This design comes from an exercise in tuning for small area and a short achievable clock period on the open sky130 flow, not from production work. The RTL was checked by simulation tests, not by an equivalence proof against the original design. Power figures rest on the tool's default switching activity, not on a simulated workload.

**flow/run.sh**
```bash
#!/bin/bash
# synth_recipe.tcl (not shown) runs the flow's synth.tcl, then flattens the netlist and writes it again
# the make line also repeats each setting of config.mk as NAME=value (left out here)
make -C /OpenROAD-flow-scripts/flow DESIGN_CONFIG=/design/flow/config.mk WORK_HOME=/design/flow/orfs CLKGATE_MAP_FILE= SYNTH_SCRIPT=/design/flow/synth_recipe.tcl finish
```
**flow/design.v**
```verilog
package cam_pkg;
  localparam int unsigned CAM_DATA_WIDTH = 32;
  localparam int unsigned CAM_DEPTH_LOG2 = 5;
  localparam int unsigned DEPTH          = 2 ** CAM_DEPTH_LOG2;
  typedef logic [CAM_DEPTH_LOG2-1:0] cam_idx_t;
  typedef logic [CAM_DATA_WIDTH-1:0] cam_data_t;
  typedef logic [DEPTH-1:0]          cam_vec_t;
  typedef logic [CAM_DEPTH_LOG2:0]   cam_cnt_t;
  function automatic int unsigned cam_depth(input int unsigned depth_log2);
    cam_depth = 32'd1 << depth_log2;
  endfunction
endpackage
module cam_prio_enc #(
  parameter int unsigned DEPTH_LOG2 = 5
) (
  input  logic [(2**DEPTH_LOG2)-1:0] match,
  output logic                       hit,
  output logic [DEPTH_LOG2-1:0]      index,
  output logic                       multi
);
  localparam int unsigned ENTRIES = 2 ** DEPTH_LOG2;
  always_comb begin
    hit   = 1'b0;
    index = '0;
    multi = 1'b0;
    for (int unsigned i = 0; i < ENTRIES; i++) begin
      if (match[i]) begin
        if (hit) begin
          multi = 1'b1;
        end else begin
          hit   = 1'b1;
          index = DEPTH_LOG2'(i);
        end
      end
    end
  end
endmodule
module cam_masked_mc
#(
  parameter int unsigned DATA_WIDTH = 32,
  parameter int unsigned DEPTH_LOG2 = 5
) (
  input  logic                  clk,
  input  logic                  reset_n,
  input  logic                  read_i,
  input  logic [DEPTH_LOG2-1:0] read_index_i,
  input  logic                  write_i,
  input  logic [DEPTH_LOG2-1:0] write_index_i,
  input  logic [DATA_WIDTH-1:0] write_data_i,
  input  logic                  invalidate_i,
  input  logic [DEPTH_LOG2-1:0] invalidate_index_i,
  input  logic                  flush_i,
  input  logic                  search_i,
  input  logic [DATA_WIDTH-1:0] search_data_i,
  input  logic [DATA_WIDTH-1:0] search_mask_i,
  output logic                  read_valid_o,
  output logic [DATA_WIDTH-1:0] read_value_o,
  output logic                  read_hit_o,
  output logic                  search_valid_o,
  output logic                  search_hit_o,
  output logic [DEPTH_LOG2-1:0] search_index_o,
  output logic                  search_multi_o,
  output logic [DEPTH_LOG2:0]   occupancy_o
);
  localparam int unsigned ENTRIES = cam_pkg::cam_depth(DEPTH_LOG2);
  logic [DATA_WIDTH-1:0] mem [ENTRIES];
  logic [ENTRIES-1:0]    valid;
  logic [ENTRIES-1:0]    s1_match;
  logic                  s1_valid;
  logic                  enc_hit;
  logic [DEPTH_LOG2-1:0] enc_index;
  logic                  enc_multi;
  always_ff @(posedge clk) begin
    if (write_i) mem[write_index_i] <= write_data_i;
  end
  always_ff @(posedge clk or negedge reset_n) begin
    if (!reset_n) begin
      valid <= '0;
    end else if (flush_i) begin
      valid <= '0;
    end else begin
      if (write_i)      valid[write_index_i]      <= 1'b1;
      if (invalidate_i) valid[invalidate_index_i] <= 1'b0;
    end
  end
  always_ff @(posedge clk or negedge reset_n) begin
    if (!reset_n) begin
      read_valid_o <= 1'b0;
      read_value_o <= '0;
      read_hit_o   <= 1'b0;
    end else begin
      read_valid_o <= read_i;
      if (read_i) begin
        read_value_o <= mem[read_index_i];
        read_hit_o   <= valid[read_index_i];
      end
    end
  end
  localparam int unsigned HALF = DATA_WIDTH / 2;
  logic [ENTRIES-1:0] match_lo_c, match_hi_c;
  logic [ENTRIES-1:0] s1_lo, s1_hi;
  always_comb begin
    for (int unsigned i = 0; i < ENTRIES; i++) begin
      match_lo_c[i] = valid[i] & (((mem[i][HALF-1:0] ^ search_data_i[HALF-1:0]) &
                        search_mask_i[HALF-1:0]) == '0);
      match_hi_c[i] = (((mem[i][DATA_WIDTH-1:HALF] ^ search_data_i[DATA_WIDTH-1:HALF]) &
                        search_mask_i[DATA_WIDTH-1:HALF]) == '0);
    end
  end
  always_ff @(posedge clk or negedge reset_n) begin
    if (!reset_n) s1_valid <= 1'b0;
    else          s1_valid <= search_i;
  end
  always_ff @(posedge clk) begin
    s1_lo  <= match_lo_c;
    s1_hi  <= match_hi_c;
  end
  assign s1_match = s1_lo & s1_hi;
  cam_prio_enc #(
    .DEPTH_LOG2(DEPTH_LOG2)
  ) u_prio_enc (
    .match(s1_match),
    .hit  (enc_hit),
    .index(enc_index),
    .multi(enc_multi)
  );
  always_ff @(posedge clk or negedge reset_n) begin
    if (!reset_n) begin
      search_valid_o <= 1'b0;
      search_hit_o   <= 1'b0;
      search_index_o <= '0;
      search_multi_o <= 1'b0;
    end else begin
      search_valid_o <= s1_valid;
      if (s1_valid) begin
        search_hit_o   <= enc_hit;
        search_index_o <= enc_index;
        search_multi_o <= enc_multi;
      end
    end
  end
  logic wr_adds, inv_removes;
  logic [DEPTH_LOG2:0] occ_inc, occ_dec;
  assign wr_adds     = write_i & ~valid[write_index_i] &
                       ~(invalidate_i & (invalidate_index_i == write_index_i));
  assign inv_removes = invalidate_i & valid[invalidate_index_i];
  always_ff @(posedge clk or negedge reset_n) begin
    if (!reset_n) begin
      occupancy_o <= '0;
      occ_inc     <= (DEPTH_LOG2+1)'(1);
      occ_dec     <= '1;
    end else if (flush_i) begin
      occupancy_o <= '0;
      occ_inc     <= (DEPTH_LOG2+1)'(1);
      occ_dec     <= '1;
    end else if (wr_adds & ~inv_removes) begin
      occupancy_o <= occ_inc;
      occ_inc     <= occ_inc + 1'b1;
      occ_dec     <= occupancy_o;
    end else if (inv_removes & ~wr_adds) begin
      occupancy_o <= occ_dec;
      occ_inc     <= occupancy_o;
      occ_dec     <= occ_dec - 1'b1;
    end
  end
endmodule
```
**flow/constraint.sdc**
```tcl
create_clock -name core_clock -period 7.5 [get_ports {clk}]
set_input_delay 1.5000 -clock core_clock [delete_from_list [all_inputs] [get_ports {clk}]]
set_output_delay 1.5000 -clock core_clock [all_outputs]
set_load 0.01 [all_outputs]
```
**flow/config.mk**
```make
export PLATFORM = sky130hd
export DESIGN_NAME = cam_masked_mc
export DESIGN_NICKNAME = cam_masked_mc
export VERILOG_FILES = /design/flow/design.v
export SDC_FILE = /design/flow/constraint.sdc
export NUM_CORES = 4
export LEC_CHECK = 0
export CAP_MARGIN = 30
export CORE_MARGIN = 2
export CORE_UTILIZATION = 35
export CTS_BUF_LIST = sky130_fd_sc_hd__clkbuf_8
export SETUP_SLACK_MARGIN = 4.9
export SLEW_MARGIN = 30
export TNS_END_PERCENT = 10
```
==> impl_metrics.tcl, run 1 <==
set metrics [dict create \
    synth.distinct_cells 72 \
    mostFrequentLayoutCells "1030 x xor2_1, 1024 x edfxtp_1, 368 x a22oi_1" \
    grt_max_degree 80 \
    layout.nets 4518 \
    finalCritPeriodShare_pct 41.5 \
    ir_worst_vdd_v 0.000190 \
    grt_pass1_wl_mm 308 \
    grt.total_usage_pct 24.2 \
    first_pass_iters 11 \
    die_y_um 422 \
    routedWlPerCell_um 32.6 \
    cp-end-kind "output pin" \
    core_area_sq_um 174000 \
    critPathLaunchType "flip-flop" \
    fmax_mhz 321 \
    drive_above_1_share_pct 21.9 \
    p_total_w 0.0151 \
    vias_per_cell 5.99 \
    totalWireLength_mm 225 \
    hold_violations 0 \
    layout.cells.most_common "xor2_1" \
    cpLargestDelayFamily "flip-flops" \
    power_density_nw_per_um2 214 \
    grt_pass1_vias 39900 \
    tns_ns 0 \
    p_leak_nw 24.6 \
    cp.arrival_ns 1.61 \
    setup.worst_path.class "reg -> out" \
    maxSlewHeadroom_pct 24.9 \
    rsz0062_at_grt "true" \
    final_max_slew_viol_count 0 \
    hold_path_class "reg -> reg" \
    htreeDepth 4 \
    synth-edff-count 1024 \
    root_buffer "clkbuf_8" \
    syn_nets 4312 \
    cpMaxStageDelayCell "dfrtp_2" \
    antenna_found_initial 14 \
    outcome "finished clean" \
    r2r-start "s1_lo[8]" \
    numCtsBuffers 197 \
    ant_nets 0 \
    yosys_warnings 2 \
    maxCapViolations 0 \
    die_w_um 422 \
    synth-seq-area-share_pct 56.3 \
    initial_core_util_pct 35.2 \
    synth-seq-cells 1181 \
    io_buffers 165 \
    tightest_slew_ns 1.13 \
    synthFlopType "edfxtp_1" \
    cts_tree "done" \
    dp_hpwl_mm 142 \
    fin_worst_skew_ns 0.0379 \
    num_rows 153 \
    cp_num_buf_inv 1 \
    max_stage_delay_ns 0.50 \
    cts.path.max_buffers 3 \
    drc 0 \
    dr.first_iter.drc_count 6290 \
    syn-instance-count 4184 \
    synth_area_sq_um 61100 \
    synth_area_per_cell_sq_um 14.6 \
    async_flop_share_pct 7.87 \
    startpoint "read_value_o[31]" \
    worstPathCellList "buf_6" \
    n_fill_cell 16000 \
    fin_crit_ns 3.11 \
    path_max_fanout 2 \
    worstSkewPairLatency_ns 0.94 \
    clk_pin_slew_ns 0.07 \
    vias 41200 \
    die_area_sq_um 178000 \
    area_growth_pct 15.5 \
    clock-sinks 1181 \
    io_pins 166 \
    place_congestion 0.936 \
    setup_violations 0 \
    cp.required_ns 6.00 \
    min_from "read_value_o[1]" \
    grt_overflow_total 0 \
]
[kinds of logic after synthesis]
group | after synthesis | synth area share (%)
compound gates | 683 | 8.38
buf+inv | 358 | 2.42
xor+xnor | 1044 | 15.0
simple gates | 498 | 4.09
fa+ha+maj | 14 | 0.270
flops | 1181 | 56.3
mux | 406 | 13.6
[flip-flops by register name (all words and copies together), names as in the netlist]
signal,flops
search_index_o,5
read_value_o,32
search_multi_o,1
read_valid_o,1
occupancy_o,6
read_hit_o,1
search_hit_o,1
search_valid_o,1
mem,1024
s1_valid,1
s1_lo,32
occ_inc,6
occ_dec,6
valid,32
s1_hi,32
[stage by stage]
step	std cells	util, %	instance area [sq um]	setup slack, ns	hold WS, ns
2_1_floorplan	4184	-	61500	4.01	0.411
4_1_cts	6863	40.3	70000	4.30	0.467
3_5_place_dp	6449	37.6	65300	2.41	0.515
5_1_grt	6886	40.6	70600	4.34	0.521
6_report	6888	40.6	70600	4.39	0.522
3_3_place_gp	6446	37.6	65300	2.50	0.511
[worst paths after layout]
check / endpoint / cells past startpoint / slack, ns
worst max-delay path: read_value_o[31] / 1 / 4.39
worst min-delay path: read_value_o[1] / 2 / 0.52
worst max register to register: search_multi_o / 7 / 4.60
worst min register to register: read_value_o[1] / 2 / 0.52
max in group asynchronous: read_value_o[7] / 2 / 5.84
min in group asynchronous: read_value_o[23] / 1 / 0.54
[cells in the mapped netlist (14+ instances only)]
| cell type | number | share of area (%) |
|---|---|---|
| a22oi_1 | 369 | 4.5 |
| dfrtp_1 | 86 | 3.5 |
| clkbuf_1 | 215 | 1.3 |
| buf_2 | 33 | 0.27 |
| mux2i_1 | 67 | 1.1 |
| nand2_1 | 107 | 0.66 |
| nand3_1 | 21 | 0.17 |
| a22o_1 | 49 | 0.70 |
| o21ai_0 | 16 | 0.13 |
| a211oi_1 | 26 | 0.32 |
| a21oi_1 | 78 | 0.64 |
| nand4_1 | 131 | 1.3 |
| a222oi_1 | 36 | 0.59 |
| xor2_1 | 1030 | 15 |
| a221oi_1 | 46 | 0.66 |
| edfxtp_1 | 1024 | 50 |
| nor2_1 | 165 | 1.0 |
| inv_1 | 16 | 0.098 |
| a31oi_1 | 15 | 0.15 |
| mux4_2 | 337 | 12 |
| buf_1 | 80 | 0.49 |
| dfxtp_1 | 64 | 2.1 |
| nor3_1 | 14 | 0.11 |
[per-layer routing]
metal  track usage, %  wire (um)  share of wire [%]
met1             33.8      90000                 40
met2             35.7      99600                 44
met3             5.73      24300                 11
met4             10.6      10700                4.7
met5                0         57              0.025
[report_power, final]
group,switching (W),internal (W)
clock,0.00280,0.00313
combinational,0.00115,0.000689
sequential,0.000101,0.00726
[worst register-to-register path: cells and delay by family (launching register included)]
kind               cells  cell delay, ns
DFF                    1            0.34
AOI/OAI and AO/OA      4            1.19
and+or+nand+nor        3            1.27
[cell type report]
type | instances | area, sq um | share of cell area [%]
timing repair buffer | 346 | 3420 | 4.85
clock inverter | 140 | 883 | 1.25
sequential | 1181 | 34400 | 48.7
clock buffer | 229 | 3150 | 4.47
inverter | 18 | 72.6 | 0.103
antenna | 3 | 7.51 | 0.0106
multi-input combinational | 2646 | 25700 | 36.5
tap | 2325 | 2910 | 4.12
[repair_timing]
action	4_1_cts	5_1_grt
hold buffers	0	0
cloned	8	16
endpoints found under the setup margin	1171	184
setup buffers	37	5
pin swaps	21	0
resized for setup	240	70
==> inputs of run 2 (changes only) <==
==> flow/flow/run.sh (new file) <==
#!/bin/bash
# The standard layout, with clock tree synthesis told not to add dummy load
# cells for balancing (the other CTS arguments are the standard ones).
set -euo pipefail
bash standard.sh finish \
  "CTS_ARGS=-sink_clustering_enable -repair_clock_nets -dont_use_dummy_load -buf_list sky130_fd_sc_hd__clkbuf_8" \
  > log_standard_finish.txt 2>&1
==> flow/standard.sh (new file) <==
#!/bin/bash
# synth_recipe.tcl (not shown) runs the flow's synth.tcl, then flattens the netlist and writes it again
# the make line also repeats each setting of config.mk as NAME=value (left out here)
make -C /OpenROAD-flow-scripts/flow DESIGN_CONFIG=/design/flow/config.mk WORK_HOME=/design/flow/orfs CLKGATE_MAP_FILE= SYNTH_SCRIPT=/design/flow/synth_recipe.tcl "${@:-finish}"
--- a/flow/config.mk
+++ b/flow/config.mk
@@ -11,4 +11,4 @@
 export CTS_BUF_LIST = sky130_fd_sc_hd__clkbuf_8
-export SETUP_SLACK_MARGIN = 4.9
+export SETUP_SLACK_MARGIN = 4.7
 export SLEW_MARGIN = 30
-export TNS_END_PERCENT = 10
+export TNS_END_PERCENT = 5
removed: flow/run.sh
==> run 2 against run 1 <==
Net effect: still clean on timing, DRC and antenna; via count decreased by 1.6%; non-clock buffer count decreased by 23; combinational power decreased by 2%; clock skew increased by 0.0081 ns; sequential power about the same; maximum frequency decreased by 3.8%; synthesized area unchanged; sequential cell count unchanged; hold slack got worse by 0.00056 ns; die area unchanged; synthesized cell count unchanged; critical path type is now in -> reg; critical endpoint is now s1_hi[7]; highest routed layer unchanged.
==> impl_metrics.tcl, run 2 <==
set metrics [dict create \
    max_stage_delay_ns 0.89 \
    routedWlPerCell_um 33.0 \
    finalCritPeriodShare_pct 43.2 \
    mostFrequentLayoutCells "1030 x xor2_1, 1024 x edfxtp_1, 368 x a22oi_1" \
    regMostFlops "mem" \
    fin_crit_ns 3.24 \
    vias 40600 \
    grt_pass1_vias 39500 \
    die_w_um 422 \
    core_area_sq_um 174000 \
    drive_above_1_share_pct 20.2 \
    htreeDepth 4 \
    synth-seq-area-share_pct 56.3 \
    rsz0062_at_grt "true" \
    worstSkewPairLatency_ns 0.95 \
    syn_nets 4312 \
    clk_pin_slew_ns 0.06 \
    hold_violations 0 \
    drc 0 \
    final_max_slew_viol_count 0 \
    layout.cells.most_common "xor2_1" \
    power_density_nw_per_um2 202 \
    die_area_sq_um 178000 \
    initial_core_util_pct 35.2 \
    num_rows 153 \
    cp-end-kind "flip-flop" \
    ir_worst_vdd_v 0.000160 \
    cpMaxStageDelayCell "a22oi_1" \
    io_pins 166 \
    tns_ns 0 \
    setup_violations 0 \
    synth-seq-cells 1181 \
    maxSlewHeadroom_pct 28.1 \
    fin_util_pct 39.5 \
    cts_tree "done" \
    ant_nets 0 \
    n_fill_cell 16200 \
    fin_ws_ns 4.26 \
    cts.path.max_buffers 3 \
    ys_top_cells_by_count "1030 x xor2_1, 1024 x edfxtp_1, 369 x a22oi_1" \
    fmax_mhz 309 \
    grt.total_usage_pct 23.6 \
    outcome "finished clean" \
    critPathLaunchType "input port" \
    cp.required_ns 8.32 \
    startpoint "search_mask_i[26]" \
    place_ws_ns 2.13 \
    r2r-start "s1_hi[0]" \
    grt_pass1_wl_mm 301 \
    path_max_fanout 32 \
    dp_hpwl_mm 143 \
    antenna_found_initial 13 \
    tightest_slew_ns 1.08 \
    clock-sinks 1181 \
    grt_max_degree 94 \
    layout.nets 4493 \
    synth_area_sq_um 61100 \
    root_buffer "clkbuf_8" \
    synth-edff-count 1024 \
    yosys_warnings 2 \
    area_growth_pct 12.4 \
    grt_overflow_total 0 \
    hold_path_class "reg -> reg" \
    async_flop_share_pct 7.87 \
    io_buffers 165 \
    die_y_um 422 \
    syn-instance-count 4184 \
    synth.distinct_cells 72 \
    cp.arrival_ns 4.06 \
    synth_area_per_cell_sq_um 14.6 \
    yosysMostFrequentCell "xor2_1" \
    synthTopCellsByArea "edfxtp_1 50%, xor2_1 15%, mux4_2 12%, a22oi_1 4.5%, dfrtp_1 3.5%" \
    synth.largest_area_cell "edfxtp_1" \
    largest_register_ffs 1024 \
    fin_worst_skew_ns 0.0459 \
    worstPathCellList "clkdlybuf4s50_1 -> buf_4 -> a22oi_1 -> nand4_1 -> nor2_1" \
    setup.worst_path.class "in -> reg" \
    synthFlopType "edfxtp_1" \
    first_pass_iters 8 \
    maxCapViolations 0 \
    place_congestion 0.966 \
    min_from "read_value_o[25]" \
    synth_top_area_share_pct 50.3 \
    vias_per_cell 6.06 \
    totalWireLength_mm 221 \
    p_leak_nw 23.5 \
    dr.first_iter.drc_count 5852 \
    hold_ws_ns 0.522 \
    numCtsBuffers 195 \
]
-- run 2: cell counts after synthesis --
No cell type changed its count.
-- run 2: cell families (layout without fill, tap and decap cells) --
| group | after synthesis | count (layout) | synth area share, % |
|---|---|---|---|
| AO/OA/AOI/OAI | 683 | 683 | 8.38 |
| XOR/XNOR | 1044 | 1044 | 15.0 |
| adder cells (fa/ha/maj) | 14 | 14 | 0.270 |
| buffers and inverters | 358 | 536 | 2.42 |
| flip-flops | 1181 | 1181 | 56.3 |
| multiplexers | 406 | 406 | 13.6 |
| other | 0 | 5 | 0 |
| AND/OR/NAND/NOR | 498 | 499 | 4.09 |
-- run 2: what timing repair did --
action / CTS / global route
endpoints found under the setup margin: 1162 / 424
buffers inserted: 21 / 6
pin swaps: 11 / 0
gates cloned: 2 / 13
resized for setup: 90 / 136
hold buffers: 0 / 0
-- run 2: layout make-up --
cell class | count | area, sq um | share of cell area (%)
sequential | 1181 | 34400 | 50.1
multi-input combinational | 2646 | 25600 | 37.4
timing repair buffer | 323 | 2950 | 4.29
tap | 2325 | 2910 | 4.24
clock buffer | 195 | 2680 | 3.91
inverter | 18 | 72.6 | 0.106
antenna | 5 | 12.5 | 0.0182
-- run 2: final timing paths --
path / end / slack (ns) / cells past startpoint
worst max-delay path: s1_hi[7] / 4.26 / 5
worst min-delay path: read_value_o[25] / 0.52 / 2
worst max register to register: search_multi_o / 4.72 / 7
worst min register to register: read_value_o[25] / 0.52 / 2
max in group asynchronous: occupancy_o[4] / 5.65 / 2
min in group asynchronous: search_valid_o / 0.56 / 1
-- run 2: critical path, delay by kind of cell --
family                 cells  cell delay (ns)
AO/OA/AOI/OAI              1             0.89
AND/OR/NAND/NOR            2             0.93
buffers and inverters      2             0.68
-- run 2: stage by stage --
step | instance area (sq um) | std cells | total power [W]
2_1_floorplan | 61400 | 4184 | 0.00848
3_3_place_gp | 65200 | 6444 | 0.00919
3_5_place_dp | 65300 | 6450 | 0.00921
4_1_cts | 68300 | 6668 | 0.0139
5_1_grt | 68600 | 6689 | 0.0143
6_report | 68600 | 6693 | 0.0139
-- run 2: per-layer routing --
metal	vias to the layer above	track usage, %	share of wire [%]
li1	16500	-	-
met4	14	9.53	4.6
met2	2527	35.3	44
met3	413	5.75	11
met1	21100	33.0	40
met5	-	0	0.036
-- run 2: report_power, final --
| part | switching, W | internal (W) |
|---|---|---|
| Clock | 0.00243 | 0.00227 |
| Sequential | 0.0000942 | 0.00727 |
| Combinational | 0.00114 | 0.000656 |
| Total | 0.00366 | 0.0102 |
==> inputs of run 3 (changes only) <==
--- a/flow/design.v
+++ b/flow/design.v
@@ -98,11 +98,12 @@
   end
-  localparam int unsigned HALF = DATA_WIDTH / 2;
-  logic [ENTRIES-1:0] match_lo_c, match_hi_c;
-  logic [ENTRIES-1:0] s1_lo, s1_hi;
+  localparam int unsigned GROUPS = 4;
+  localparam int unsigned GW     = DATA_WIDTH / GROUPS;
+  logic [GROUPS-1:0] grp_c [ENTRIES];
+  logic [GROUPS-1:0] s1_grp [ENTRIES];
   always_comb begin
     for (int unsigned i = 0; i < ENTRIES; i++) begin
-      match_lo_c[i] = valid[i] & (((mem[i][HALF-1:0] ^ search_data_i[HALF-1:0]) &
-                        search_mask_i[HALF-1:0]) == '0);
-      match_hi_c[i] = (((mem[i][DATA_WIDTH-1:HALF] ^ search_data_i[DATA_WIDTH-1:HALF]) &
-                        search_mask_i[DATA_WIDTH-1:HALF]) == '0);
+      for (int unsigned g = 0; g < GROUPS; g++)
+        grp_c[i][g] = (((mem[i][g*GW +: GW] ^ search_data_i[g*GW +: GW]) &
+                        search_mask_i[g*GW +: GW]) == '0);
+      grp_c[i][0] = grp_c[i][0] & valid[i];
     end
@@ -114,6 +115,9 @@
   always_ff @(posedge clk) begin
-    s1_lo  <= match_lo_c;
-    s1_hi  <= match_hi_c;
+    for (int unsigned i = 0; i < ENTRIES; i++)
+      s1_grp[i] <= grp_c[i];
   end
-  assign s1_match = s1_lo & s1_hi;
+  always_comb begin
+    for (int unsigned i = 0; i < ENTRIES; i++)
+      s1_match[i] = &s1_grp[i];
+  end
   cam_prio_enc #(
==> flow/run.sh (new file) <==
#!/bin/bash
# synth_recipe.tcl (not shown) runs the flow's synth.tcl, then flattens the netlist and writes it again
# the make line also repeats each setting of config.mk as NAME=value (left out here)
make -C /OpenROAD-flow-scripts/flow DESIGN_CONFIG=/design/flow/config.mk WORK_HOME=/design/flow/orfs CLKGATE_MAP_FILE= SYNTH_SCRIPT=/design/flow/synth_recipe.tcl finish
--- a/flow/config.mk
+++ b/flow/config.mk
@@ -10,3 +10,2 @@
 export CORE_UTILIZATION = 35
-export CTS_BUF_LIST = sky130_fd_sc_hd__clkbuf_8
 export SETUP_SLACK_MARGIN = 4.7
removed: flow/flow/run.sh
removed: flow/standard.sh
==> run 3 against run 2 <==
Net effect: still clean; maximum frequency is 7.8% higher; critical path depth is 1 higher; clock-buffer cell count is 30 lower; clock skew is 0.016 ns lower; sequential share of layout area is 0.94 points lower; non-clock buffer count is 48 higher; sequential cell count is 64 higher; die area is 2.0% higher; cell area is 5.7% higher; critical endpoint is now read_value_o[1].
==> impl_metrics.tcl, run 3 <==
set metrics [dict create \
    clock-sinks 1245 \
    die_area_sq_um 182000 \
    cp-end-kind "flip-flop" \
    setup.worst_path.class "in -> reg" \
    initial_core_util_pct 35.3 \
    clk_pin_slew_ns 0.06 \
    p_leak_nw 25.5 \
    yosys_warnings 4 \
    ir_worst_vdd_v 0.000201 \
    io_buffers 165 \
    path_max_fanout 14 \
    maxCapViolations 0 \
    hold_path_class "reg -> reg" \
    cp.required_ns 8.11 \
    drc 0 \
    fin_worst_skew_ns 0.0298 \
    grt_overflow_total 0 \
    ant_nets 0 \
    setup_violations 0 \
    ys_top_cells_by_count "1029 x xor2_1, 1024 x edfxtp_1, 421 x a22oi_1" \
    syn-instance-count 4224 \
    synth_area_sq_um 62300 \
    tightest_slew_ns 1.05 \
    p_total_w 0.0160 \
    vias 40200 \
    root_buffer "clkbuf_16" \
    n_fill_cell 16300 \
    routedWlPerCell_um 31.6 \
    power_density_nw_per_um2 220 \
    first_pass_iters 8 \
    place_ws_ns 2.24 \
    synth-seq-area-share_pct 57.2 \
    syn_nets 4352 \
    synth.distinct_cells 64 \
    multi_input_area_sq_um 26000 \
    synth-seq-cells 1245 \
    maxSlewHeadroom_pct 29.9 \
    synthFlopType "edfxtp_1" \
    numCtsBuffers 134 \
    layout.cells.most_common "xor2_1" \
    hold_violations 0 \
    dr.first_iter.drc_count 4976 \
    final_max_slew_viol_count 0 \
    synth_area_per_cell_sq_um 14.8 \
    fmax_mhz 333 \
    grt_pass1_vias 39500 \
    core_area_sq_um 176000 \
    antenna_found_initial 15 \
    mostFrequentLayoutCells "1029 x xor2_1, 1024 x edfxtp_1, 420 x a22oi_1" \
    worstSkewPairLatency_ns 0.79 \
    dp_hpwl_mm 141 \
    largestRegisters "mem x1024, s1_grp x128" \
    synth_top_area_share_pct 49.3 \
    synth.largest_area_cell "edfxtp_1" \
    fin_util_pct 41.1 \
    layout.nets 4523 \
    outcome "finished clean" \
    fin_crit_ns 3.00 \
    tns_ns 0 \
    cts_hold_buf 0 \
    synthTopCellsByArea "edfxtp_1 49%, xor2_1 14%, mux4_2 12%, a22oi_1 5.1%, dfxtp_1 4.1%" \
    regMostFlops "mem" \
    synth-edff-count 1024 \
    yosysMostFrequentCell "xor2_1" \
    finalCritPeriodShare_pct 40.0 \
    ff_latch_area_sq_um 35700 \
    io_pins 166 \
    htreeDepth 4 \
    cts.path.max_buffers 3 \
    grt_max_degree 68 \
    fin_ws_ns 4.50 \
    drive_above_1_share_pct 21.2 \
    largest_register_ffs 1024 \
    die_y_um 426 \
    cp.arrival_ns 3.61 \
    place_congestion 0.867 \
    critPathLaunchType "input port" \
    grt_pass1_wl_mm 303 \
    num_rows 154 \
    vias_per_cell 5.87 \
    totalWireLength_mm 216 \
    async_flop_share_pct 7.47 \
    cts_tree "done" \
    area_growth_pct 16.4 \
    die_w_um 426 \
    rsz0062_at_grt "true" \
    grt.total_usage_pct 23.3 \
]
==> run 3: cell types whose count changed in the layout (fill, tap and decap cells not counted), sizes merged, moves of 14 or more <==
| cell | change |
|---|---|
| nor2 | -51 |
| clkbuf | -61 |
| and3 | +39 |
| clkinv | +53 |
| a22oi | +52 |
| a221oi | -14 |
| buf | +62 |
| and4 | +105 |
| a22o | -49 |
| dfxtp | +64 |
| clkdlybuf4s15 | +18 |
| nand4 | -92 |
==> run 3: per-layer routing <==
layer	up-vias	global-route usage, %	routed length [um]
met2	1965	38.0	103000
met3	329	3.70	16200
met4	16	8.24	8190
met1	21100	31.6	88400
met5	-	0	134
li1	16800	-	-
==> run 3: per-stage QoR <==
stage	cell area (sq um)	hold slack, ns	std cells
5_1_grt	72500	0.550	6844
4_1_cts	72000	0.526	6818
6_report	72500	0.516	6844
3_5_place_dp	66600	0.516	6494
2_1_floorplan	62800	0.449	4224
3_3_place_gp	66300	0.504	6482
==> run 3: power breakdown <==
| group | internal [W] | switching [W] | total, W |
|---|---|---|---|
| Sequential | 0.00763 | 0.000130 | 0.00776 |
| Clock | 0.00362 | 0.00284 | 0.00646 |
| Combinational | 0.000689 | 0.00107 | 0.00176 |
| Total | 0.0119 | 0.00404 | 0.0160 |
==> run 3: worst paths after layout <==
check,end,from,slack (ns),cells after the start
worst max-delay path,read_value_o[1],read_index_i[0],4.50,6
worst min-delay path,read_value_o[26],read_value_o[26],0.52,2
worst max register to register,search_multi_o,s1_grp[1][0],4.80,7
worst min register to register,read_value_o[26],read_value_o[26],0.52,2
max in group asynchronous,read_value_o[19],reset_n,5.57,3
min in group asynchronous,occupancy_o[3],reset_n,0.74,1
==> run 3: final cells by class <==
cell class                 instances  share of cell area, %
inverter                          15                 0.0776
sequential                      1245                   49.1
timing repair buffer             371                   5.13
tap                             2340                   4.04
multi-input combinational       2628                   35.8
antenna                            3                 0.0103
clock inverter                    77                  0.823
clock buffer                     165                   4.94
==> run 3: repair_timing <==
action,in CTS,in global routing
pin swaps,35,16
buffers inserted,67,17
setup endpoints to repair,1160,572
hold endpoints to repair,0,0
cloned,15,5
gates resized for setup,176,99
==> run 3: worst max-delay path: stages <==
cell and delay [ns]:
buf_16 0.24, clkbuf_16 0.28, mux4_2 0.54, mux4_2 0.56, mux2i_4 0.30, a21oi_1 0.12
==> run 3: kinds of logic after synthesis <==
group	after synthesis	share of synthesized area, %
buffers and inverters	354	2.22
and+or+nand+nor	493	4.46
muxes	410	13.4
xor gates and xnor gates	1040	14.6
AOI/OAI and AO/OA	668	7.88
DFF	1245	57.2
adders and majority gates	14	0.265
==> inputs of run 4 (changes only) <==
--- a/flow/config.mk
+++ b/flow/config.mk
@@ -9,3 +9,3 @@
 export CORE_MARGIN = 2
-export CORE_UTILIZATION = 35
+export CORE_UTILIZATION = 40
 export SETUP_SLACK_MARGIN = 4.7
==> run 4 against run 3 <==
Net effect: maximum frequency rose by 2.0%; setup slack better by 0.060 ns; clock power up 11%; clock-buffer cell count grew 27; critical path depth shrank 5; clock skew is 0.0042 ns lower; synthesized area unchanged; synthesized cell count did not move; still clean on timing, DRC and antenna.
==> impl_metrics.tcl, run 4 <==
set metrics [dict create \
    p_total_w 0.0167 \
    layout.cells.most_common "xor2_1" \
    p_sw_w 0.00420 \
    antenna_found_initial 28 \
    cpMaxStageDelayCell "dfrtp_2" \
    path_max_fanout 2 \
    clock_power_share_pct 43.0 \
    reg2reg_depth 6 \
    place_inst 6180 \
    drc 0 \
    tns_ns 0 \
    synth_top_area_share_pct 49.3 \
    rsz0062_at_grt "true" \
    synth_area_sq_um 62300 \
    hold_path_class "reg -> reg" \
    synthTopCellsByArea "edfxtp_1 49%, xor2_1 14%, mux4_2 12%, a22oi_1 5.1%, dfxtp_1 4.1%" \
    swShare_pct 25.1 \
    maxCapViolations 0 \
    core_area_sq_um 154000 \
    mostFrequentLayoutCells "1029 x xor2_1, 1024 x edfxtp_1, 421 x a22oi_1" \
    dp_hpwl_mm 139 \
    syn-instance-count 4224 \
    rr_endpoint "search_index_o[2]" \
    holdPathEnd "read_value_o[11]" \
    cts.path.max_buffers 3 \
    initial_core_util_pct 40.4 \
    die_y_um 399 \
    first_pass_iters 6 \
    largestRegisters "mem x1024, s1_grp x128" \
    vias 40900 \
    layout.cells.non_filler 6567 \
    num_rows 144 \
    power_density_nw_per_um2 230 \
    die_area_sq_um 159000 \
    dr.first_iter.drc_count 5872 \
    synth.largest_area_cell "edfxtp_1" \
    clock-sinks 1245 \
    grt_pass1_vias 39900 \
    ys_top_cells_by_count "1029 x xor2_1, 1024 x edfxtp_1, 421 x a22oi_1" \
    clk_pin_slew_ns 0.06 \
    n_fill_cell 13200 \
    pwr-share-seq_pct 46.3 \
    worstPathCellList "buf_6" \
    setup.worst_path.class "reg -> out" \
    synth-seq-area-share_pct 57.2 \
    grt.total_usage_pct 27.2 \
    layout.nets 4518 \
    tightest_slew_ns 1.18 \
    cp.required_ns 6.00 \
    multi_input_area_sq_um 25900 \
    ff_latch_area_sq_um 35700 \
    cts_tree "done" \
    synthFlopType "edfxtp_1" \
    ant_nets 0 \
    largest_register_ffs 1024 \
    yosys_warnings 4 \
    grt_max_degree 51 \
    critPathLaunchType "flip-flop" \
    outcome "finished clean" \
    yosysMostFrequentCell "xor2_1" \
    vias_per_cell 6.23 \
    root_buffer "clkbuf_16" \
    synth_area_per_cell_sq_um 14.8 \
    maxSlewHeadroom_pct 21.6 \
    cpLargestDelayFamily "flip-flops" \
    grt_overflow_total 0 \
    ir_worst_vdd_v 0.000183 \
    grt_pass1_wl_mm 308 \
    totalWireLength_mm 222 \
    routedWlPerCell_um 33.8 \
    min_path_cells 2 \
    syn_nets 4352 \
    drive_above_1_share_pct 21.5 \
    place_congestion 0.911 \
    async_flop_share_pct 7.47 \
    p_leak_nw 25.8 \
    hold_ws_ns 0.522 \
    cp-end-kind "output pin" \
    max_stage_delay_ns 0.48 \
    numCtsBuffers 141 \
    io_pins 166 \
    final_max_slew_viol_count 0 \
    regMostFlops "mem" \
    die_w_um 399 \
    area_growth_pct 16.8 \
    synth-seq-cells 1245 \
    cp.arrival_ns 1.44 \
    fmax_mhz 340 \
    setup_violations 0 \
    fin_worst_skew_ns 0.0256 \
    r2r-start "s1_grp[6][2]" \
    hold_violations 0 \
    finalCritPeriodShare_pct 39.2 \
    synth-edff-count 1024 \
    synth.distinct_cells 64 \
    reg2reg_slack_ns 4.83 \
    cts_hold_buf 0 \
    min_from "read_value_o[11]" \
    io_buffers 165 \
    p_int_w 0.0125 \
    worstSkewPairLatency_ns 0.80 \
    cp.depth 1 \
    cp_num_buf_inv 1 \
    p_comb_share_pct 10.8 \
    htreeDepth 4 \
    fin_crit_ns 2.94 \
]
[run 4: worst max-delay path by stage]
stage	start	end	slack, ns
2_1_floorplan	invalidate_index_i[0]	occupancy_o[1]	4.09
3_3_place_gp	invalidate_index_i[0]	occ_dec[1]	2.25
3_5_place_dp	write_index_i[1]	mem[15][0]	2.26
4_1_cts	search_multi_o	search_multi_o	4.51
5_1_grt	search_multi_o	search_multi_o	4.53
6_report	search_multi_o	search_multi_o	4.56
[run 4: cell families after synthesis]
| family | after synthesis | synth area share, % |
|---|---|---|
| xor+xnor | 1040 | 14.6 |
| fa+ha+maj | 14 | 0.265 |
| buf+inv | 354 | 2.22 |
| simple gates | 493 | 4.46 |
| flops | 1245 | 57.2 |
| compound gates | 668 | 7.88 |
| mux | 410 | 13.4 |
[run 4: cell type report]
class                      instances  area share [%]
antenna                           14          0.0481
clock buffer                     192            5.54
clock inverter                    70            1.06
inverter                          15          0.0876
multi-input combinational       2628            35.6
sequential                      1245            49.0
tap                             2044            3.51
timing repair buffer             359            5.21
[run 4: per-stage QoR]
step	instance area [sq um]	setup slack, ns	utilization (%)
2_1_floorplan	62800	4.09	-
3_3_place_gp	65800	2.25	42.6
3_5_place_dp	66100	2.26	42.8
4_1_cts	72000	4.51	46.7
5_1_grt	72800	4.53	47.1
6_report	72800	4.56	47.2
[run 4: power by group through the flow]
stage          Clock, W  Sequential (W)  Combinational, W
4_1_cts         0.00726         0.00774           0.00172
6_report        0.00719         0.00774           0.00180
2_1_floorplan         0         0.00785          0.000986
3_5_place_dp          0         0.00789           0.00166
5_1_grt         0.00752         0.00775           0.00189
3_3_place_gp          0         0.00789           0.00164
[run 4: layer usage]
metal	routed length, um	global-route usage (%)	part of all wire [%]
met1	91100	38.8	41
met2	101000	41.6	46
met3	20800	4.54	9.4
met4	8710	10.3	3.9
met5	69	0	0.031
[run 4: timing repair]
action | in CTS | in global routing
pin swaps | 34 | 7
resized for setup | 232 | 59
setup buffers | 60 | 22
setup endpoints to repair | 1155 | 394
gates cloned | 13 | 16
==> inputs of run 5 (changes only) <==
--- a/flow/config.mk
+++ b/flow/config.mk
@@ -9,3 +9,3 @@
 export CORE_MARGIN = 2
-export CORE_UTILIZATION = 40
+export CORE_UTILIZATION = 45
 export SETUP_SLACK_MARGIN = 4.7
==> run 5 against run 4 <==
Net effect: still clean; critical path depth grew 11; first-iteration DRC count shrank 22%; setup slack lost 0.064 ns; highest routed layer unchanged.
==> impl_metrics.tcl, run 5 <==
set metrics [dict create \
    area_growth_pct 15.9 \
    min_path_cells 2 \
    synthTopCellsByArea "edfxtp_1 49%, xor2_1 14%, mux4_2 12%, a22oi_1 5.1%, dfxtp_1 4.1%" \
    path_max_fanout 7 \
    max_stage_delay_ns 0.46 \
    drive_above_1_share_pct 20.8 \
    synth_area_sq_um 62300 \
    critPathLaunchType "input port" \
    finalCritPeriodShare_pct 40.1 \
    maxSlewHeadroom_pct 34.2 \
    rr_endpoint "search_multi_o" \
    crit_top_cell "buf_6" \
    cp.arrival_ns 3.70 \
    core_area_sq_um 137000 \
    synth-seq-area-share_pct 57.2 \
    place_congestion 0.913 \
    dp_hpwl_mm 136 \
    outcome "finished clean" \
    yosys_warnings 4 \
    antenna_found_initial 8 \
    cp.required_ns 8.19 \
    drc 0 \
    cp-end-kind "flip-flop" \
    p_total_w 0.0164 \
    largest_register_ffs 1024 \
    synth.distinct_cells 64 \
    largestRegisters "mem x1024, s1_grp x128" \
    grt_pass1_wl_mm 299 \
    dr.first_iter.drc_count 4582 \
    ff_latch_area_sq_um 35700 \
    async_flop_share_pct 7.47 \
    first_pass_iters 6 \
    grt_pass1_vias 39800 \
    layout.cells.most_common "xor2_1" \
    ant_nets 0 \
    worstSkewPairLatency_ns 0.78 \
    cpMaxStageDelayCell "a2111oi_1" \
    grt_overflow_total 0 \
    routedWlPerCell_um 33.6 \
    r2r-start "s1_grp[4][0]" \
    final_max_slew_viol_count 0 \
    initial_core_util_pct 45.3 \
    io_buffers 165 \
    cts_tree "done" \
    rsz0062_at_grt "true" \
    vias_per_cell 6.35 \
    min_from "read_value_o[7]" \
    cts_hold_buf 0 \
    totalWireLength_mm 212 \
    htreeDepth 4 \
    clk_pin_slew_ns 0.06 \
    reg2reg_depth 7 \
    die_y_um 376 \
    hold_path_class "reg -> reg" \
    fin_util_pct 52.5 \
    vias 40100 \
    setup_violations 0 \
    worstPathCellList "buf_8 -> buf_12 -> buf_4 -> mux2i_1 -> a2111oi_1 -> and3_4 -> nor4_4 -> buf_6 -> buf_6 -> nand4_1 -> or3b_4 -> a31oi_1" \
    synth_area_per_cell_sq_um 14.8 \
    synthFlopType "edfxtp_1" \
    io_pins 166 \
    power_density_nw_per_um2 226 \
    holdPathEnd "read_value_o[7]" \
    numCtsBuffers 142 \
    reg2reg_slack_ns 4.70 \
    maxCapViolations 0 \
    tightest_slew_ns 0.986 \
    fin_worst_skew_ns 0.0277 \
    syn_nets 4352 \
    syn-instance-count 4224 \
    regMostFlops "mem" \
    ir_worst_vdd_v 0.000203 \
    synth-edff-count 1024 \
    grt.total_usage_pct 29.7 \
    p_leak_nw 25.7 \
    clock-sinks 1245 \
    hold_violations 0 \
    synth-seq-cells 1245 \
    die_area_sq_um 142000 \
    synth_top_area_share_pct 49.3 \
    fin_crit_ns 3.01 \
    die_w_um 376 \
    n_fill_cell 11500 \
    multi_input_area_sq_um 25900 \
    mostFrequentLayoutCells "1027 x xor2_1, 1024 x edfxtp_1, 421 x a22oi_1" \
    synth.largest_area_cell "edfxtp_1" \
    root_buffer "clkbuf_16" \
    num_rows 136 \
    tns_ns 0 \
    ys_top_cells_by_count "1029 x xor2_1, 1024 x edfxtp_1, 421 x a22oi_1" \
    fmax_mhz 332 \
    grt_max_degree 49 \
    setup.worst_path.class "in -> reg" \
    yosysMostFrequentCell "xor2_1" \
    cts.path.max_buffers 3 \
    layout.nets 4525 \
]
run 5: how the worst max path moves through the flow:
| stage | startpoint | endpoint | slack, ns | cells past startpoint |
|---|---|---|---|---|
| 3_5_place_dp | write_index_i[1] | mem[3][10] | 2.32 | 5 |
| 3_3_place_gp | write_index_i[1] | mem[11][13] | 2.26 | 5 |
| 4_1_cts | write_index_i[2] | valid[0] | 4.54 | 6 |
| 5_1_grt | invalidate_index_i[0] | occ_dec[5] | 4.40 | 13 |
| 2_1_floorplan | invalidate_index_i[0] | occupancy_o[1] | 4.09 | 9 |
| 6_report | invalidate_index_i[0] | occ_inc[5] | 4.49 | 12 |
run 5: critical path, delay by kind of cell:
family                 cells  cell delay, ns
AOI/OAI and AO/OA          2            0.63
buffers and inverters      5            0.61
muxes                      1            0.10
and+or+nand+nor            4            0.85
run 5: metrics by stage:
stage	instance area [sq um]	std cells	hold WS [ns]	worst slack [ns]
final	72200	6314	0.520	4.49
after CTS	71900	6293	0.527	4.54
after detailed placement	66100	5953	0.513	2.32
after global routing	72200	6313	0.544	4.40
after floorplan	62800	4224	0.449	4.09
after global placement	65800	5943	0.509	2.26
run 5: kinds of logic after synthesis:
group / synth area share, %
compound gates: 7.88
flops: 57.2
buf+inv: 2.22
simple gates: 4.46
fa+ha+maj: 0.265
xor+xnor: 14.6
mux: 13.4
run 5: final cells by class:
cell class / count / area share (%)
inverters: 15 / 0.0831
flip-flops and latches: 1245 / 49.3
clock buffers: 212 / 5.71
multi-input cells: 2627 / 35.9
clock inverters: 53 / 0.632
well taps: 1794 / 3.11
diodes: 2 / 0.00693
repair buffers: 366 / 5.21
run 5: where the power goes:
part	internal, W	switching [W]
combinational	0.000689	0.00106
clock	0.00396	0.00291
sequential	0.00763	0.000117
total	0.0123	0.00408
run 5: metal layers:
layer  share of wire, %  global-route usage (%)  up-vias
met1                 42                    42.3    21100
met3                8.0                    4.78      273
met2                 47                    47.1     1982
met4                2.8                    8.56        2
li1                   -                       -    16800
met5             0.0061                       0        -
run 5: timing repair:
| item | in CTS | in global routing |
|---|---|---|
| hold endpoints to repair | 0 | 0 |
| gates cloned | 13 | 1 |
| resized for setup | 239 | 55 |
| setup buffers | 62 | 15 |
| pin swaps | 31 | 18 |
| setup endpoints to repair | 1158 | 406 |
==> inputs of run 6 (changes only) <==
--- a/flow/config.mk
+++ b/flow/config.mk
@@ -9,3 +9,4 @@
 export CORE_MARGIN = 2
-export CORE_UTILIZATION = 45
+export CORE_UTILIZATION = 40
+export CTS_BUF_LIST = sky130_fd_sc_hd__clkbuf_8
 export SETUP_SLACK_MARGIN = 4.7
==> run 6 against run 5 <==
Net effect: die area grew 12%; synthesized area is the same; critical path depth shrank 6; clock skew grew 0.013 ns; synthesized cell count is the same; global-route usage shrank 2.8 points; utilization shrank 6.5 points; clock-buffer cell count grew 28; cell count grew 5.3%; critical endpoint is now read_value_o[2]; largest cell class unchanged; largest power group unchanged.
==> impl_metrics.tcl, run 6 <==
set metrics [dict create \
    outcome "finished clean" \
    finalCritPeriodShare_pct 43.4 \
    synth_area_sq_um 62300 \
    grt_pass1_wl_mm 306 \
    fmax_mhz 307 \
    synth-seq-cells 1245 \
    htreeDepth 4 \
    synth_area_per_cell_sq_um 14.8 \
    dp_hpwl_mm 139 \
    cp.required_ns 8.29 \
    vias 40800 \
    grt.total_usage_pct 26.9 \
    fin_ws_ns 4.25 \
    root_buffer "clkbuf_8" \
    clk_pin_slew_ns 0.07 \
    regMostFlops "mem" \
    yosysMostFrequentCell "xor2_1" \
    synth_fa_ha_area_share_pct 0.265 \
    area_growth_pct 14.0 \
    synth_mux_area_share_pct 13.4 \
    tns_ns 0 \
    numCtsBuffers 210 \
    synthTopCellsByArea "edfxtp_1 49%, xor2_1 14%, mux4_2 12%, a22oi_1 5.1%, dfxtp_1 4.1%" \
    hold_ws_ns 0.508 \
    p_leak_nw 25.4 \
    hold_violations 0 \
    async_flop_share_pct 7.47 \
    critPathLaunchType "input port" \
    grt_max_degree 83 \
    cp-end-kind "flip-flop" \
    max_stage_delay_ns 0.54 \
    tightest_slew_ns 1.00 \
    place_congestion 0.911 \
    mostFrequentLayoutCells "1029 x xor2_1, 1024 x edfxtp_1, 421 x a22oi_1" \
    die_w_um 399 \
    num_rows 144 \
    yosys_warnings 4 \
    setup_violations 0 \
    worstSkewPairLatency_ns 0.96 \
    place_ws_ns 2.26 \
    synth-edff-count 1024 \
    synth.distinct_cells 64 \
    die_area_sq_um 159000 \
    grt_pass1_vias 40200 \
    syn_nets 4352 \
    routedWlPerCell_um 32.3 \
    layout.nets 4539 \
    ir_worst_vdd_v 0.000157 \
    grt_overflow_total 0 \
    dr.first_iter.drc_count 5129 \
    final_max_slew_viol_count 0 \
    synth_xor_area_share_pct 14.6 \
    rsz0062_at_grt "true" \
    clock-sinks 1245 \
    maxCapViolations 0 \
    totalWireLength_mm 215 \
    synth-seq-area-share_pct 57.2 \
    maxSlewHeadroom_pct 33.3 \
    setup.worst_path.class "in -> reg" \
    ant_nets 0 \
    synth_top_family_by_area "XOR/XNOR gates" \
    fin_crit_ns 3.25 \
    synth_top_area_share_pct 49.3 \
    path_max_fanout 82 \
    cts_tree "done" \
    largest_register_ffs 1024 \
    p_total_w 0.0156 \
    cts.path.max_buffers 3 \
    io_pins 166 \
    power_density_nw_per_um2 219 \
    io_buffers 165 \
    core_area_sq_um 154000 \
    first_pass_iters 6 \
    crit_top_cell "mux4_2" \
    largestRegisters "mem x1024, s1_grp x128" \
    die_y_um 399 \
    synthFlopType "edfxtp_1" \
    cp.arrival_ns 4.05 \
    synthSimpleGateAreaFrac_pct 4.46 \
    synth.largest_area_cell "edfxtp_1" \
    vias_per_cell 6.13 \
    cts_hold_buf 0 \
    initial_core_util_pct 40.4 \
    layout.cells.most_common "xor2_1" \
    drc 0 \
    antenna_found_initial 31 \
    drive_above_1_share_pct 21.2 \
    synth_compound_area_share_pct 7.88 \
    syn-instance-count 4224 \
    hold_path_class "in -> async" \
    ys_top_cells_by_count "1029 x xor2_1, 1024 x edfxtp_1, 421 x a22oi_1" \
    worstPathCellList "buf_12 -> buf_16 -> mux4_2 -> mux4_2 -> mux2i_1 -> a21oi_1" \
    fin_worst_skew_ns 0.0408 \
    cpMaxStageDelayCell "mux4_2" \
]
## run 6: cell types whose count changed in the layout (fill, tap and decap cells not counted), moves of 12 or more
| cell | change |
|---|---|
| buf_2 | +31 |
| buf_4 | -35 |
| clkbuf_1 | -45 |
| clkbuf_16 | -148 |
| clkbuf_8 | +220 |
| clkdlybuf4s50_1 | -27 |
| clkinv_2 | +12 |
| diode_2 | +13 |
| inv_1 | +67 |
## run 6: stage by stage
step | cell area, sq um | std cells | utilization (%)
3_5_place_dp | 66100 | 6180 | 42.8
3_3_place_gp | 65800 | 6169 | 42.6
5_1_grt | 71000 | 6642 | 46.0
4_1_cts | 70900 | 6619 | 45.9
6_report | 71100 | 6646 | 46.0
2_1_floorplan | 62800 | 4224 | -
## run 6: layer usage
metal | GRT usage [%] | wire (um) | vias to the layer above
met1 | 38.5 | 88700 | 21200
met4 | 9.76 | 8130 | 8
met3 | 4.51 | 19800 | 374
met2 | 41.3 | 98300 | 2274
li1 | - | - | 16900
met5 | 0 | 52 | -
## run 6: area by class of cell
cell class                      instances  area (sq um)
Fill cell                           13500         83400
Sequential cell                      1245         35700
Multi-Input combinational cell       2628         25800
Clock buffer                          240          3300
Timing Repair Buffer                  311          2800
Tap cell                             2044          2560
Clock inverter                        148           897
Inverter                               15          60.1
Antenna cell                           15          37.5
## run 6: report_power, final
part / leakage, nW / switching, W / internal (W) / total (W)
combinational: 11.5 / 0.00106 / 0.000627 / 0.00169
clock: 2.42 / 0.00290 / 0.00323 / 0.00614
sequential: 11.4 / 0.000115 / 0.00763 / 0.00775
## run 6: final timing paths
path                                   from  slack (ns)  cells after the start               end
max in group asynchronous           reset_n        5.67                      2    search_multi_o
max                         read_index_i[1]        4.25                      6   read_value_o[2]
min                                 reset_n        0.51                      1        occ_inc[1]
min reg2reg                read_value_o[25]        0.52                      2  read_value_o[25]
min in group core_clock    read_value_o[25]        0.52                      2  read_value_o[25]
max reg2reg                    s1_grp[7][3]        4.79                      7    search_multi_o
## run 6: cell families (layout without fill, tap and decap cells)
group / after synthesis / after routing
xor gates and xnor gates: 1040 / 1040
and+or+nand+nor: 493 / 496
other: 0 / 15
DFF: 1245 / 1245
buffers and inverters: 354 / 714
adders and majority gates: 14 / 14
AOI/OAI and AO/OA: 668 / 668
muxes: 410 / 410
## run 6: worst max-delay path: cells and delay by family
kind / cells / cell delay [ns]
multiplexers: 3 / 1.38
buffers and inverters: 2 / 0.72
AO/OA/AOI/OAI: 1 / 0.14
## run 6: repair_timing
item,CTS,global route
setup endpoints to repair,1154,851
pin swaps,25,6
buffers inserted,46,12
gates cloned,5,0
gates resized for setup,180,12
==> inputs of run 7 (changes only) <==
--- a/flow/config.mk
+++ b/flow/config.mk
@@ -9,6 +9,5 @@
 export CORE_MARGIN = 2
-export CORE_UTILIZATION = 40
-export CTS_BUF_LIST = sky130_fd_sc_hd__clkbuf_8
-export SETUP_SLACK_MARGIN = 4.7
+export CORE_UTILIZATION = 35
+export SETUP_SLACK_MARGIN = 4.9
 export SLEW_MARGIN = 30
-export TNS_END_PERCENT = 5
+export TNS_END_PERCENT = 10
==> run 7 against run 6 <==
Net effect: still clean; cell count increased by 3.9%; first-iteration DRC count grew 3.7%; largest power group unchanged; die area grew 14%; critical path type unchanged; critical path depth increased by 3; cell area rose by 3.7%; power up 3.3%; synthesized area is the same; highest routed layer unchanged.
==> impl_metrics.tcl, run 7 <==
set metrics [dict create \
    ys_top_cells_by_count "1029 x xor2_1, 1024 x edfxtp_1, 421 x a22oi_1" \
    p_leak_nw 26.0 \
    yosys_warnings 4 \
    grt_pass1_vias 39500 \
    num_rows 154 \
    min_from "read_value_o[24]" \
    syn-instance-count 4224 \
    outcome "finished clean" \
    die_area_sq_um 182000 \
    vias 40900 \
    largest_register_ffs 1024 \
    multi_input_area_sq_um 26200 \
    place_area_sq_um 66600 \
    synth-edff-count 1024 \
    yosysMostFrequentCell "xor2_1" \
    cp.required_ns 8.21 \
    fin_area_sq_um 73700 \
    cp.arrival_ns 3.66 \
    mostFrequentLayoutCells "1028 x xor2_1, 1024 x edfxtp_1, 420 x a22oi_1" \
    hold_path_class "reg -> reg" \
    dr.first_iter.drc_count 5319 \
    root_buffer "clkbuf_16" \
    p_total_w 0.0161 \
    place_inst 6494 \
    htreeDepth 4 \
    n_fill_cell 16200 \
    largestRegisters "mem x1024, s1_grp x128" \
    first_pass_iters 9 \
    path_max_fanout 6 \
    p_comb_share_pct 11.5 \
    cts.path.max_buffers 3 \
    synthTopCellsByArea "edfxtp_1 49%, xor2_1 14%, mux4_2 12%, a22oi_1 5.1%, dfxtp_1 4.1%" \
    routedWlPerCell_um 32.2 \
    worstSkewPairLatency_ns 0.79 \
    dp_hpwl_mm 141 \
    layout.nets 4585 \
    critPathLaunchType "input port" \
    grt_max_degree 68 \
    grt_overflow_total 0 \
    numCtsBuffers 134 \
    clock-sinks 1245 \
    ant_nets 0 \
    drc 0 \
    core_area_sq_um 176000 \
    synth-seq-area-share_pct 57.2 \
    synth.largest_area_cell "edfxtp_1" \
    regMostFlops "mem" \
    die_y_um 426 \
    die_w_um 426 \
    maxSlewHeadroom_pct 15.9 \
    maxCapViolations 0 \
    totalWireLength_mm 222 \
    antenna_found_initial 14 \
    clk_pin_slew_ns 0.06 \
    drive_above_1_share_pct 23.2 \
    finalCritPeriodShare_pct 39.4 \
    power_density_nw_per_um2 218 \
    grt_pass1_wl_mm 303 \
    async_flop_share_pct 7.47 \
    ff_latch_area_sq_um 35700 \
    io_pins 166 \
    fin_util_pct 41.8 \
    place_congestion 0.867 \
    cts_tree "done" \
    syn_nets 4352 \
    tightest_slew_ns 1.26 \
    synth_area_sq_um 62300 \
    r2r-start "s1_grp[13][1]" \
    fmax_mhz 339 \
    p_sw_w 0.00408 \
    clock_power_share_pct 40.2 \
    p_int_w 0.0120 \
    synth_top_area_share_pct 49.3 \
    grt.total_usage_pct 23.4 \
    vias_per_cell 5.92 \
    tns_ns 0 \
    synth-seq-cells 1245 \
    pwr-share-seq_pct 48.3 \
    io_buffers 165 \
    synth.distinct_cells 64 \
    swShare_pct 25.4 \
    cp-end-kind "flip-flop" \
    ir_worst_vdd_v 0.000202 \
    area_growth_pct 18.2 \
    fin_crit_ns 2.95 \
    layout.cells.most_common "xor2_1" \
    initial_core_util_pct 35.3 \
    fin_worst_skew_ns 0.0291 \
    startpoint "invalidate_index_i[0]" \
    synthFlopType "edfxtp_1" \
    setup.worst_path.class "in -> reg" \
    rsz0062_at_grt "true" \
    setup_violations 0 \
    synth_area_per_cell_sq_um 14.8 \
    final_max_slew_viol_count 0 \
    hold_violations 0 \
    layout.cells.non_filler 6905 \
]
==> run 7: kinds of logic (layout without fill, tap and decap cells) <==
group                    count (synthesis)  in the layout  synth area share (%)
AO/OA/AOI/OAI                          668            668                  7.88
adder cells (fa/ha/maj)                 14             14                 0.265
buffers and inverters                  354            690                  2.22
multiplexers                           410            410                  13.4
XOR/XNOR                              1040           1040                  14.6
AND/OR/NAND/NOR                        493            496                  4.46
flip-flops                            1245           1245                  57.2
other                                    0              2                     0
==> run 7: worst paths after layout <==
check                      cells past startpoint  slack (ns)           endpoint
max                                            9        4.55     occupancy_o[3]
min                                            2        0.52   read_value_o[24]
max reg2reg                                    8        4.93  search_index_o[3]
min reg2reg                                    2        0.52   read_value_o[24]
max in group asynchronous                      3        5.58  search_index_o[3]
min in group asynchronous                      1        0.74     occupancy_o[3]
==> run 7: worst max-delay path, cell delays in order <==
cell     delay, ns
buf_12        0.09
buf_12        0.12
mux4_2        0.52
mux2i_4       0.19
nor2_4        0.07
or4_4         0.61
mux2i_2       0.20
mux2_4        0.28
nor2_2        0.07
==> run 7: metrics by stage <==
| stage | hold slack [ns] | worst slack [ns] |
|---|---|---|
| 2_1_floorplan | 0.449 | 4.09 |
| 3_3_place_gp | 0.504 | 2.04 |
| 3_5_place_dp | 0.516 | 2.24 |
| 4_1_cts | 0.531 | 4.54 |
| 5_1_grt | 0.551 | 4.49 |
| 6_report | 0.518 | 4.55 |
==> run 7: power by group through the flow <==
stage	Sequential (W)	Clock, W	Combinational (W)
4_1_cts	0.00776	0.00653	0.00172
2_1_floorplan	0.00785	0	0.000986
3_5_place_dp	0.00790	0	0.00165
5_1_grt	0.00776	0.00679	0.00195
6_report	0.00776	0.00646	0.00186
3_3_place_gp	0.00790	0	0.00162
==> run 7: layer usage <==
layer	track usage, %	routed length (um)	vias to the layer above
li1	-	-	16900
met1	31.7	89600	21600
met2	38.0	106000	2063
met3	3.69	17700	355
met4	8.40	9340	14
met5	0	93	-
==> run 7: area by class of cell <==
| cell class | instances | share of cell area (%) |
|---|---|---|
| inverters | 15 | 0.0815 |
| clock buffers | 165 | 4.86 |
| clock inverters | 77 | 0.810 |
| multi-input cells | 2628 | 35.5 |
| flip-flops and latches | 1245 | 48.4 |
| diodes | 2 | 0.00679 |
| repair buffers | 433 | 6.37 |
| well taps | 2340 | 3.97 |
==> run 7: what timing repair did <==
item                                    in CTS  in global routing
endpoints found under the setup margin    1184                681
gates cloned                                16                 29
gates resized for setup                    273                149
hold buffers                                 0                  0
buffers inserted                            67                 54
pin swaps                                   34                 42

[afterwards: timing with drivers on the ports]
The flow's constraints put no driver on any port. The routed layouts listed below were extracted and timed again, unchanged, in two steps. Step 1 sets driving cells, clkbuf_16 on the clock port and buf_2 on the other inputs (assumed; they add their load-dependent delay and slew). Step 2 times the ports against the registers' clock, not the clock port: input delays grow and output delays shrink by t, the midpoint of the rising clock arrivals with the driver on. Slacks: ideal ports / drivers / drivers and shift; pairs: ideal ports / drivers.
run | shift t [ns] | setup WS [ns] | clock arrival spread, ns
run 1 | 1.001 | 4.386 / 4.311 / 3.310 | 0.048 / 0.048
run 2 | 0.992 | 4.263 / 4.297 / 3.304 | 0.067 / 0.067
run 3 | 0.852 | 4.497 / 4.300 / 3.448 | 0.035 / 0.036
run 4 | 0.879 | 4.556 / 4.327 / 3.449 | 0.027 / 0.027
run 5 | 0.851 | 4.492 / 4.307 / 3.455 | 0.033 / 0.033
run 6 | 1.027 | 4.245 / 4.176 / 3.149 | 0.047 / 0.047
run 7 | 0.857 | 4.547 / 4.154 / 3.297 | 0.034 / 0.034
After both steps setup and hold are still met in every run listed. For run 7, which loses most, drivers alone change the setup slack by -0.393 ns; drivers and shift together by -1.250 ns.
